Source: an optimization exercise on an open RTL-to-GDS flow (aim: small area, a short achievable clock period and few clock cycles). Production flows keep margins and buffers that such runs may drop. At most, simulation tests tie the RTL to the original design; equivalence was not proved. No functional check of the RTL was part of run 1. Power and IR drop assume default switching activity.

==> flow/design.v <==
package bmpb_pkg;
    localparam logic [1:0] FMT_RGB565 = 2'd0;
    localparam logic [1:0] FMT_BGR24  = 2'd1;
    localparam logic [1:0] CFG_PIXEL_FORMAT  = 2'd0;
    localparam logic [1:0] CFG_IMAGE_WIDTH   = 2'd1;
    localparam logic [1:0] CFG_DISPLAY_WIDTH = 2'd2;
    localparam logic [1:0] CFG_BACKGROUND    = 2'd3;
    localparam logic [1:0]  RESET_FORMAT        = FMT_BGR24;
    localparam logic [11:0] RESET_IMAGE_WIDTH   = 12'd320;
    localparam logic [11:0] RESET_DISPLAY_WIDTH = 12'd320;
    localparam logic [15:0] RESET_BACKGROUND    = 16'h0000;
    localparam logic [1:0] PH_SKIP = 2'd0;
    localparam logic [1:0] PH_KEEP = 2'd1;
    localparam logic [1:0] PH_REST = 2'd2;
    localparam logic [1:0] PH_PAD  = 2'd3;
    localparam int unsigned QUEUE_DEPTH = 4;
    localparam int unsigned QUEUE_PTR_W = 2;
endpackage
module bmp_row_to_rgb565_blend_top (
    input  logic         aclk,
    input  logic         aresetn,
    input  logic         cfg_valid,
    output logic         cfg_ready,
    input  logic [1:0]   cfg_index,
    input  logic [15:0]  cfg_data,
    input  logic         s_valid,
    output logic         s_ready,
    input  logic [7:0]   s_data_byte,
    output logic         m_valid,
    input  logic         m_ready,
    output logic [15:0]  m_pixel_rgb565,
    output logic         m_row_last
);
    localparam int unsigned D  = bmpb_pkg::QUEUE_DEPTH;
    localparam int unsigned PW = bmpb_pkg::QUEUE_PTR_W;
    logic [1:0]  fmt;
    logic [11:0] iw, dw;
    logic [15:0] bg;
    assign cfg_ready = 1'b1;
    always_ff @(posedge aclk) begin
        if (!aresetn) begin
            fmt <= bmpb_pkg::RESET_FORMAT;
            iw  <= bmpb_pkg::RESET_IMAGE_WIDTH;
            dw  <= bmpb_pkg::RESET_DISPLAY_WIDTH;
            bg  <= bmpb_pkg::RESET_BACKGROUND;
        end else if (cfg_valid) begin
            case (cfg_index)
                bmpb_pkg::CFG_PIXEL_FORMAT:  fmt <= cfg_data[1:0];
                bmpb_pkg::CFG_IMAGE_WIDTH:   iw  <= cfg_data[11:0];
                bmpb_pkg::CFG_DISPLAY_WIDTH: dw  <= cfg_data[11:0];
                default:                     bg  <= cfg_data;
            endcase
        end
    end
    logic f565, f24;
    logic [1:0] lastb;               
    assign f565  = (fmt == bmpb_pkg::FMT_RGB565);
    assign f24   = (fmt == bmpb_pkg::FMT_BGR24);
    assign lastb = f565 ? 2'd1 : (f24 ? 2'd2 : 2'd3);
    logic        gt;
    logic [11:0] ediff, st, kp, rs;
    logic [1:0]  pd;
    logic        st_nz, kp_nz, pd_nz;
    assign gt    = (iw > dw);
    assign ediff = iw - dw;
    assign st    = gt ? {1'b0, ediff[11:1]} : 12'd0;
    assign kp    = gt ? dw : iw;
    assign rs    = st + {11'd0, gt & ediff[0]};
    assign pd    = f565 ? {iw[0], 1'b0} : (f24 ? iw[1:0] : 2'd0);
    assign st_nz = gt && (ediff[11:1] != 11'd0);
    assign kp_nz = (kp != 12'd0);
    assign pd_nz = (pd != 2'd0);
    logic        fresh;              
    logic [1:0]  ph;
    logic [11:0] cnt;
    logic [1:0]  bip;                
    logic        cnt_one, at_last, cvis, accept, emit, emit565, emitbl;
    logic        full;
    assign cnt_one = (cnt == 12'd1);
    assign at_last = (bip == lastb);
    assign cvis    = !fresh && (ph == bmpb_pkg::PH_KEEP) && at_last;
    assign s_ready = !cvis || !full;
    assign accept  = s_valid && s_ready;
    assign emit    = accept && cvis;
    assign emit565 = emit && f565;
    assign emitbl  = emit && !f565;
    always_ff @(posedge aclk) begin
        if (!aresetn) begin
            fresh <= 1'b1;
            ph    <= bmpb_pkg::PH_SKIP;
            cnt   <= 12'd0;
            bip   <= 2'd0;
        end else if (accept) begin
            if (fresh) begin
                if (iw != 12'd0) begin
                    fresh <= 1'b0;
                    bip   <= 2'd1;
                    if (st_nz) begin
                        ph  <= bmpb_pkg::PH_SKIP;
                        cnt <= st;
                    end else if (kp_nz) begin
                        ph  <= bmpb_pkg::PH_KEEP;
                        cnt <= kp;
                    end else begin
                        ph  <= bmpb_pkg::PH_REST;
                        cnt <= rs;
                    end
                end
            end else if (ph == bmpb_pkg::PH_PAD) begin
                if (cnt_one) fresh <= 1'b1;
                cnt <= cnt - 12'd1;
            end else if (!at_last) begin
                bip <= bip + 2'd1;
            end else begin
                bip <= 2'd0;
                cnt <= cnt - 12'd1;
                if (cnt_one) begin
                    case (ph)
                        bmpb_pkg::PH_SKIP: begin
                            if (kp_nz) begin
                                ph  <= bmpb_pkg::PH_KEEP;
                                cnt <= kp;
                            end else begin
                                ph  <= bmpb_pkg::PH_REST;
                                cnt <= rs;
                            end
                        end
                        bmpb_pkg::PH_KEEP: begin
                            if (gt) begin
                                ph  <= bmpb_pkg::PH_REST;
                                cnt <= rs;
                            end else if (pd_nz) begin
                                ph  <= bmpb_pkg::PH_PAD;
                                cnt <= {10'd0, pd};
                            end else begin
                                fresh <= 1'b1;
                            end
                        end
                        default: begin
                            if (pd_nz) begin
                                ph  <= bmpb_pkg::PH_PAD;
                                cnt <= {10'd0, pd};
                            end else begin
                                fresh <= 1'b1;
                            end
                        end
                    endcase
                end
            end
        end
    end
    logic [7:0] hb, hg, hr, ha;
    logic       hl;
    always_ff @(posedge aclk) begin
        if (accept && bip == 2'd0) hb <= s_data_byte;
        if (accept && bip == 2'd1) hg <= s_data_byte;
        if (accept && bip == 2'd2) hr <= s_data_byte;
        if (emit) begin
            ha <= f24 ? 8'hFF : s_data_byte;
            hl <= cnt_one;
        end
    end
    logic [1:0] seq;                 
    logic       v0b, v0g, v0r;
    logic [7:0] c0, k0, d0;
    logic       s0;
    assign v0b = emitbl;
    assign v0g = (seq == 2'd1);
    assign v0r = (seq == 2'd2);
    always_ff @(posedge aclk) begin
        if (!aresetn) seq <= 2'd0;
        else          seq <= v0b ? 2'd1 : (v0g ? 2'd2 : 2'd0);
    end
    always_comb begin
        if (v0g) begin
            c0 = hg;
            k0 = {bg[10:5], 2'b00};
        end else if (v0r) begin
            c0 = hr;
            k0 = {bg[15:11], 3'b000};
        end else begin
            c0 = hb;
            k0 = {bg[4:0], 3'b000};
        end
        s0 = (c0 < k0);
        d0 = s0 ? (k0 - c0) : (c0 - k0);
    end
    logic       t1b, t1g, t1r, s1;
    logic [7:0] d1;
    logic       t2b, t2g, t2r, s2;
    logic [15:0] p2;
    always_ff @(posedge aclk) begin
        if (!aresetn) begin
            {t1b, t1g, t1r} <= 3'b000;
            {t2b, t2g, t2r} <= 3'b000;
        end else begin
            {t1b, t1g, t1r} <= {v0b, v0g, v0r};
            {t2b, t2g, t2r} <= {t1b, t1g, t1r};
        end
    end
    always_ff @(posedge aclk) begin
        s1 <= s0;
        d1 <= d0;
        s2 <= s1;
        p2 <= d1 * ha;
    end
    logic [7:0] k2, res;
    logic       c2;
    logic [8:0] lowsum;
    always_comb begin
        if (t2g)      k2 = {bg[10:5], 2'b00};
        else if (t2r) k2 = {bg[15:11], 3'b000};
        else          k2 = {bg[4:0], 3'b000};
        lowsum = {1'b0, p2[7:0]} + {1'b0, p2[15:8]} + 9'd1;
        c2     = lowsum[8];
        res    = k2 + (p2[15:8] ^ {8{s2}}) + {7'd0, c2 ^ s2};
    end
    logic [15:0]   qpix [D];
    logic          qlst [D];
    logic [PW-1:0] wp, rp;
    logic [PW:0]   used, ready_cnt;
    logic          wen_b, wen_g, wen_r, commit, pop;
    logic [15:0]   wd;
    logic          wl;
    assign wen_b  = emit565 || t2b;
    assign wen_g  = emit565 || t2g;
    assign wen_r  = emit565 || t2r;
    assign commit = emit565 || t2r;
    assign wd     = f565 ? {s_data_byte, hb} : {res[7:3], res[7:2], res[7:3]};
    assign wl     = f565 ? cnt_one : hl;
    always_ff @(posedge aclk) begin
        for (int i = 0; i < D; i++) begin
            if (wp == PW'(i)) begin
                if (wen_b) begin
                    qpix[i][4:0] <= wd[4:0];
                    qlst[i]      <= wl;
                end
                if (wen_g) qpix[i][10:5]  <= wd[10:5];
                if (wen_r) qpix[i][15:11] <= wd[15:11];
            end
        end
    end
    assign full = (used == (PW+1)'(D));
    assign pop  = m_valid && m_ready;
    always_ff @(posedge aclk) begin
        if (!aresetn) begin
            wp        <= '0;
            rp        <= '0;
            used      <= '0;
            ready_cnt <= '0;
            m_valid   <= 1'b0;
        end else begin
            if (commit) wp <= wp + 1'b1;
            if (pop)    rp <= rp + 1'b1;
            used      <= used + (PW+1)'(emit) - (PW+1)'(pop);
            ready_cnt <= ready_cnt + (PW+1)'(commit) - (PW+1)'(pop);
            m_valid   <= (ready_cnt + (PW+1)'(commit) - (PW+1)'(pop)) != '0;
        end
    end
    assign m_pixel_rgb565 = qpix[rp];
    assign m_row_last     = qlst[rp];
endmodule
==> flow/run.sh <==
#!/bin/bash
# synth_recipe.tcl (not shown) runs the flow's synth.tcl, then flattens the netlist and writes it again
# the make line also repeats each setting of config.mk as NAME=value (left out here)
make -C /OpenROAD-flow-scripts/flow DESIGN_CONFIG=/design/flow/config.mk WORK_HOME=/design/flow/orfs CLKGATE_MAP_FILE= SYNTH_SCRIPT=/design/flow/synth_recipe.tcl finish
==> flow/config.mk <==
export PLATFORM = sky130hd
export DESIGN_NAME = bmp_row_to_rgb565_blend_top
export DESIGN_NICKNAME = bmp_row_to_rgb565_blend_top
export VERILOG_FILES = /design/flow/design.v
export SDC_FILE = /design/flow/constraint.sdc
export NUM_CORES = 4
export LEC_CHECK = 0
export CAP_MARGIN = 20
export CORE_MARGIN = 2
export CORE_UTILIZATION = 40
export SLEW_MARGIN = 20
==> flow/constraint.sdc <==
create_clock -name core_clock -period 8.0 [get_ports {aclk}]
set_input_delay 1.6000 -clock core_clock [delete_from_list [all_inputs] [get_ports {aclk}]]
set_output_delay 1.6000 -clock core_clock [all_outputs]
set_load 0.01 [all_outputs]
==> reports/results.ini, run 1 <==
[floorplanning]
core_mm2 = 0.0325
dieArea_mm2 = 0.0345
ios = 51
die_width_um = 186
die_y_um = 186
start_util_pct = 40.6
row_count = 66

[routing]
drc = 0
via_per_inst = 5.44
num_vias = 10249
antenna_left = 0
first_pass_iters = 5
drtIter0Drc = 748
postRouteWirelength_mm = 34.2
wl_per_cell_um = 18.2

[timing]
relSlewSlack_pct = 27.7
period_minus_slack_ns = 5.08
tns_ns = 0
period_share_pct = 63.5
maxSlewViolCount = 0
finalHoldViolCount = 0
max_freq_ghz = 0.197
tightest_slew_ns = 1.08
setup_ws_ns = 2.92
rsz0062_at_grt = no
clock-skew-final_ns = 0.0166
setup_viol = 0

[clock_tree]
clock_sinks = 204
clock_latency_ns = 0.53
cts_tree = done
cts_buffer_depth = 3
post_cts_buffers = 0
cts-resized-gates = 0
ctsHoldBuffers = 0
htree_levels = 1
cts_buffers = 24
cts_root_buffer = clkbuf_16
clk_pin_slew_ns = 0.06

[logic_synthesis]
synth-async-reset-ratio_pct = 0
synth_edf_count = 101
synth_mux_area_share_pct = 4.03
ys_seq_elements = 204
synth_nets = 1566
synth-adder-area-share_pct = 14.6
synth_seq_area_share_pct = 38.6
netlist-cell-type-count = 90
syn_area_per_cell_um2 = 9.40
synth_area_mm2 = 0.0132
synth-xor-area-share_pct = 3.45
synth_simple_gate_area_share_pct = 18.3
yosysWarnings = 3
synth_top_family_by_area = simple AND/OR/NAND/NOR gates
synth_compound_area_share_pct = 15.3
synthFlopType = dfxtp_1
syn-instance-count = 1405

[placement]
io_buffer_count = 49
gp_congestion = 0.883
dp_hpwl_mm = 25.7
pre_cts_ws_ns = 3.03
dpl_cell_area_mm2 = 0.0140

[pwr]
power_frac_seq_pct = 35.5
p_int_mw = 2.47
p_switching_mw = 1.30
power_frac_clock_pct = 29.7
leakagePower_nw = 5.86
vdd_drop_max_v = 0.000149
combPwrFrac_pct = 34.7
netSwitchingFraction_pct = 34.4
powerDensity_mw_per_mm2 = 254

[run_status]
status = no timing/DRC/antenna violations

[grt]
grt_max_degree = 52
grt_pass1_vias = 10154
antenna_found_initial = 0
gr-total-overflow = 0
grt_pass1_wl_mm = 55.3
grt_usage_pct = 20.5

[layout]
antenna_cells = 0
final_common_cell = nand2_1
area_growth_pct = 12.5
drive_gt1_share_pct = 6.32
final_cell_mix = nand2_1, inv_1, dfxtp_1
stdcell_area_mm2 = 0.0149
fin_nets = 1584

[critical_path]
worstPathMaxFanout = 31
cp_slowest_stage_delay_ns = 0.58
critPathSlowestCell = or2_2
crit_required_ns = 8.41
path_class = reg2reg
end_kind = register
crit_path_frequent_cell = ha_1
arrival_ns = 5.49
crit_path_start_kind = register
worstPathCellList = inv_1 > ha_1 > fa_1 > nand2b_1 > a211oi_1 > nor3_1 > or2_2 > nor2_1 > ha_1 > and3_1 > or4b_1 > nor4_2 > nand3_1 > a21oi_1 > o211ai_1 > o221a_1

[worst_hold_path]
hp-class = reg2reg

[run]
drv_cap = 0

[flip-flops by register name, indices dropped and copies added, names as in the netlist, 2 cells and up]
signal	count
bg	16
bip	2
cnt	12
d1	8
dw	12
fmt	2
ha	8
hb	8
hg	8
hr	8
iw	12
p2	16
ph	2
qlst	4
qpix	64
ready_cnt	3
rp	2
used	3
wp	2
[metal layers]
layer,vias up,GRT usage (%),share of wire [%],routed length (um)
met3,47,2.47,5.1,1750
met1,4959,27.8,46,15600
met2,283,34.7,47,16100
met4,0,5.13,2.4,819
li1,4960,-,-,-
met5,-,0,0,0
[power groups by stage]
stage	sequential [mW]	combinational, mW	clock (mW)
floorplan	1.32	0.967	0
global placement	1.35	1.30	0
detailed placement	1.36	1.31	0
CTS	1.34	1.32	1.14
global route	1.35	1.49	1.18
finish	1.34	1.31	1.12
[Yosys cell counts, drive strengths merged, types with 4 or more instances]
cell type	number	area, um^2
a211o	4	35.0
a211oi	13	125
a21boi	6	48.8
a21o	17	128
a21oi	77	385
a222oi	17	170
a31oi	15	109
and2	65	407
and3	13	81.3
buf	15	87.6
clkbuf	47	176
dfxtp	103	2060
edfxtp	101	3030
fa	40	801
ha	90	1130
inv	130	488
mux2	10	113
mux2i	42	420
nand2	160	601
nand2b	22	140
nand3	27	140
nand3b	4	30.0
nand4	9	56.3
nor2	82	315
nor2b	20	125
nor3	20	110
nor3b	9	67.6
nor4	16	121
o211ai	13	97.6
o21a	6	45.0
o21ai	75	379
o221a	4	45.0
o221ai	5	50.0
o22a	5	43.8
o22ai	4	25.0
o31a	4	35.0
o31ai	7	52.6
or2	8	50.1
or3	8	50.1
or4	4	33.8
xnor2	36	315
xor2	16	140
[path summary, 6_finish.rpt]
check	slack [ns]	cells past startpoint	end	startpoint
setup / recovery	2.92	16	cnt[9]$_SDFFE_PN0P_	iw[0]$_SDFFE_PN0P_
hold / removal	0.33	0	s2$_DFF_P_	s1$_DFF_P_
setup reg to reg	2.92	16	cnt[9]$_SDFFE_PN0P_	iw[0]$_SDFFE_PN0P_
hold reg to reg	0.33	0	s2$_DFF_P_	s1$_DFF_P_
[critical path: cells and delay by family, from the launching register on]
kind            cells  cell delay [ns]
simple gates        8             2.49
buf+inv             1             0.11
flops               1             0.41
fa+ha+maj           3             0.96
compound gates      4             0.97
[logic make-up (layout without fill, tap and decap cells)]
kind of cell             Yosys count  in the layout
multiplexers                      52             52
other                              1              1
AO/OA/AOI/OAI                    296            296
AND/OR/NAND/NOR                  476            476
XOR/XNOR                          52             52
buffers and inverters            194            230
adder cells (fa/ha/maj)          130            130
flip-flops                       204            204
[stage by stage]
step	power [mW]	hold WS (ns)	util (%)	cells
4_1_cts	3.80	0.332	45.7	1883
6_report	3.77	0.331	45.7	1883
2_1_floorplan	2.29	0.310	-	1405
3_5_place_dp	2.67	0.318	43.1	1839
5_1_grt	4.02	0.346	45.7	1883
3_3_place_gp	2.65	0.312	43.1	1839
[area by class of cell]
| cell class | instances | area [um^2] |
|---|---|---|
| clock buffers | 33 | 728 |
| well taps | 442 | 553 |
| multi-input cells | 1007 | 7360 |
| clock inverters | 11 | 100 |
| flip-flops and latches | 204 | 5090 |
| fillers | 3177 | 17700 |
| inverters | 132 | 495 |
| repair buffers | 54 | 528 |
==> inputs of run 2 (changes only) <==
--- a/flow/design.v
+++ b/flow/design.v
@@ -13,7 +13,7 @@
     localparam logic [1:0] PH_KEEP = 2'd1;
     localparam logic [1:0] PH_REST = 2'd2;
     localparam logic [1:0] PH_PAD  = 2'd3;
-    localparam int unsigned QUEUE_DEPTH = 4;
+    localparam int unsigned QUEUE_DEPTH = 3;
     localparam int unsigned QUEUE_PTR_W = 2;
 endpackage
 module bmp_row_to_rgb565_blend_top (
@@ -250,8 +250,8 @@
             ready_cnt <= '0;
             m_valid   <= 1'b0;
         end else begin
-            if (commit) wp <= wp + 1'b1;
-            if (pop)    rp <= rp + 1'b1;
+            if (commit) wp <= (wp == PW'(D-1)) ? '0 : wp + 1'b1;
+            if (pop)    rp <= (rp == PW'(D-1)) ? '0 : rp + 1'b1;
             used      <= used + (PW+1)'(emit) - (PW+1)'(pop);
             ready_cnt <= ready_cnt + (PW+1)'(commit) - (PW+1)'(pop);
             m_valid   <= (ready_cnt + (PW+1)'(commit) - (PW+1)'(pop)) != '0;
==> run 2 against run 1 <==
Final area down 6.1%. Combinational power is 7% higher. Register-to-register slack gained 0.58 ns. Largest cell class unchanged. Sequential cell count shrank 17. Global-route usage is 0.19 points higher. Critical path depth unchanged. Still clean. Non-clock buffer count up 1. Count of clock-buffer cells in the layout is 16 lower. Clock skew decreased by 0.0044 ns.
==> reports/results.ini, run 2 <==
[run_status]
status = no timing/DRC/antenna violations

[logic_synthesis]
synth_top_area_share_pct = 20.0
syn_area_per_cell_um2 = 8.97
yosys-top-cells-count = nand2_1, a21oi_1, inv_1, dfxtp_1, ha_1
syn-instance-count = 1406
synthFlopType = dfxtp_1
ys_seq_elements = 187
synth_nets = 1563
yosys.area.top_type = edfxtp_1
yosysMostFrequentCell = nand2_1
yosysWarnings = 3
synth_area_mm2 = 0.0126
synth_seq_area_share_pct = 36.4
synth.top_cells.by_area = edfxtp_1, dfxtp_1, ha_1, fa_1, nand2_1
netlist-cell-type-count = 79
synth_edf_count = 84
synth-async-reset-ratio_pct = 0

[layout]
antenna_cells = 0
largest_register_ffs = 48
drive_gt1_share_pct = 5.04
area_growth_pct = 10.7
final_common_cell = nand2_1
top_regs = qpix (48), bg (16), p2 (16)
instances_no_fill = 1830
fillers = 3013
multi_input_area_mm2 = 0.00733
top_register = qpix
final-seq-area_mm2 = 0.00458
fin_nets = 1572
final_cell_mix = nand2_1, a21oi_1, inv_1

[floorplanning]
core_mm2 = 0.0313
ios = 51
dieArea_mm2 = 0.0330
row_count = 65
die_y_um = 182
die_width_um = 182
start_util_pct = 40.3

[critical_path]
crit_path_start_kind = register
r2r-end = p2[13]$_DFF_P_
worstPathMaxFanout = 8
crit_required_ns = 8.34
ff2ff_setup_slack_ns = 3.51
path_class = reg2reg
arrival_ns = 4.83
r2r-start = ha[4]$_SDFFCE_PN1P_
end_kind = register
ff2ff_path_depth = 16

[clock_tree]
ctsHoldBuffers = 0
cts_buffer_depth = 2
clock_latency_ns = 0.44
post_cts_buffers = 0
htree_levels = 4
cts_buffers = 17
clk_pin_slew_ns = 0.08
cts_root_buffer = clkbuf_16
clock_sinks = 187
cts_tree = done
cts-resized-gates = 0

[worst_hold_path]
holdPathStages = 0
hold_path_end = s2$_DFF_P_
hp-class = reg2reg
min-delay-start = s1$_DFF_P_

[timing]
relSlewSlack_pct = 28.5
fin_hold_ws_ns = 0.346
max_freq_ghz = 0.223
period_share_pct = 56.2
clock-skew-final_ns = 0.0122
tns_ns = 0
period_minus_slack_ns = 4.49
rsz0062_at_grt = no
finalHoldViolCount = 0
setup_viol = 0
maxSlewViolCount = 0
tightest_slew_ns = 1.07

[grt]
gr-total-overflow = 0
grt_pass1_vias = 9776
antenna_found_initial = 1
grt_usage_pct = 20.7
grt_max_degree = 46
grt_pass1_wl_mm = 53.9

[routing]
wl_per_cell_um = 18.0
drc = 0
num_vias = 10137
drtIter0Drc = 915
first_pass_iters = 5
postRouteWirelength_mm = 33.0
antenna_left = 0
via_per_inst = 5.54

[placement]
dpl.cell_count = 1798
io_buffer_count = 49
dp_hpwl_mm = 24.9
gp_congestion = 0.937

[pwr]
vdd_drop_max_v = 0.000145
leakagePower_nw = 5.42
powerDensity_mw_per_mm2 = 248
power_mw = 3.47

[run]
drv_cap = 0

==> run 2: kinds of logic (layout without fill, tap and decap cells) <==
group / Yosys count / after routing / synth area share (%)
AND/OR/NAND/NOR: 478 / 478 / 18.6
AO/OA/AOI/OAI: 344 / 344 / 17.5
flip-flops: 187 / 187 / 36.4
buffers and inverters: 176 / 198 / 5.54
adder cells (fa/ha/maj): 126 / 126 / 14.9
XOR/XNOR: 54 / 54 / 3.75
multiplexers: 40 / 40 / 3.30
other: 1 / 1 / 0.0297
==> run 2: worst max-delay path by stage <==
stage,end,startpoint,cells past startpoint
final,p2[13]$_DFF_P_,ha[4]$_SDFFCE_PN1P_,16
after global routing,cnt[8]$_SDFFE_PN0P_,iw[0]$_SDFFE_PN0P_,16
after CTS,p2[13]$_DFF_P_,ha[4]$_SDFFCE_PN1P_,16
after detailed placement,p2[13]$_DFF_P_,ha[4]$_SDFFCE_PN1P_,16
after global placement,p2[13]$_DFF_P_,ha[4]$_SDFFCE_PN1P_,16
after floorplan,p2[13]$_DFF_P_,ha[4]$_SDFFCE_PN1P_,16
==> run 2: final cells by class <==
class / count / area share, %
Multi-Input combinational cell: 1043 / 52.5
Sequential cell: 187 / 32.8
Timing Repair Buffer: 55 / 3.84
Tap cell: 402 / 3.60
Clock buffer: 17 / 3.05
Inverter: 111 / 2.99
Clock inverter: 15 / 1.15
==> run 2: power breakdown <==
part	switching (mW)	internal, mW
logic	0.825	0.572
registers	0.0872	1.14
clock network	0.421	0.420
total	1.33	2.13
==> run 2: layer usage <==
metal  part of all wire [%]  vias to the layer above  GRT usage, %  wire (um)
li1                       -                     4958             -          -
met1                     48                     4850          29.4      15700
met2                     46                      291          32.4      15100
met3                    4.8                       38          3.47       1600
met4                    1.9                        0          5.89        635
met5                      0                        -             0          0
==> run 2: through the flow <==
| stage | setup slack (ns) | instance area [um^2] | util [%] |
|---|---|---|---|
| 4_1_cts | 3.51 | 13900 | 44.5 |
| 5_1_grt | 3.08 | 14000 | 44.6 |
| 3_5_place_dp | 3.51 | 13400 | 42.7 |
| 2_1_floorplan | 3.90 | 12600 | - |
| 6_report | 3.51 | 14000 | 44.6 |
| 3_3_place_gp | 3.59 | 13400 | 42.7 |
==> run 2: worst max-delay path: stages (launching register included) <==
cell      delay, ns
edfxtp_1       0.51
and2_1         0.21
fa_1           0.54
inv_1          0.05
fa_1           0.48
inv_1          0.05
fa_1           0.53
inv_1          0.05
fa_1           0.52
inv_1          0.04
ha_1           0.29
a21boi_0       0.29
o21ai_0        0.16
a21oi_1        0.23
a41oi_1        0.16
nor2b_1        0.17
xnor2_1        0.11
Testbench counts of run 2, summed over its fixed seeds: cycles 145,041.

separate check: timing with driven ports:
How much do the figures lean on ideal ports? The routed layouts below were timed once more, with nothing changed but the port constraints.
Step 1: set_driving_cell puts a clkbuf_16 on aclk and a buf_2 on each other input, an assumption about the parent block.
Step 2, shift: input delay + t, output delay - t, t = (earliest + latest rising clock arrival at the registers) / 2. This alone moves slack from input paths to output paths.
Three values: no drivers, after step 1, after step 2; two values: the first two.
run | t, ns | slack for setup (ns) | hold WS [ns] | worst setup path at the end | clock arrival spread, ns
run 1 | 0.567 | 2.923 / 2.923 / 2.923 | 0.331 / 0.331 / 0.331 | register to register | 0.017 / 0.017
run 2 | 0.483 | 3.507 / 3.507 / 3.507 | 0.346 / 0.346 / 0.346 | register to register | 0.013 / 0.013
After both steps setup and hold are still met in every run listed.
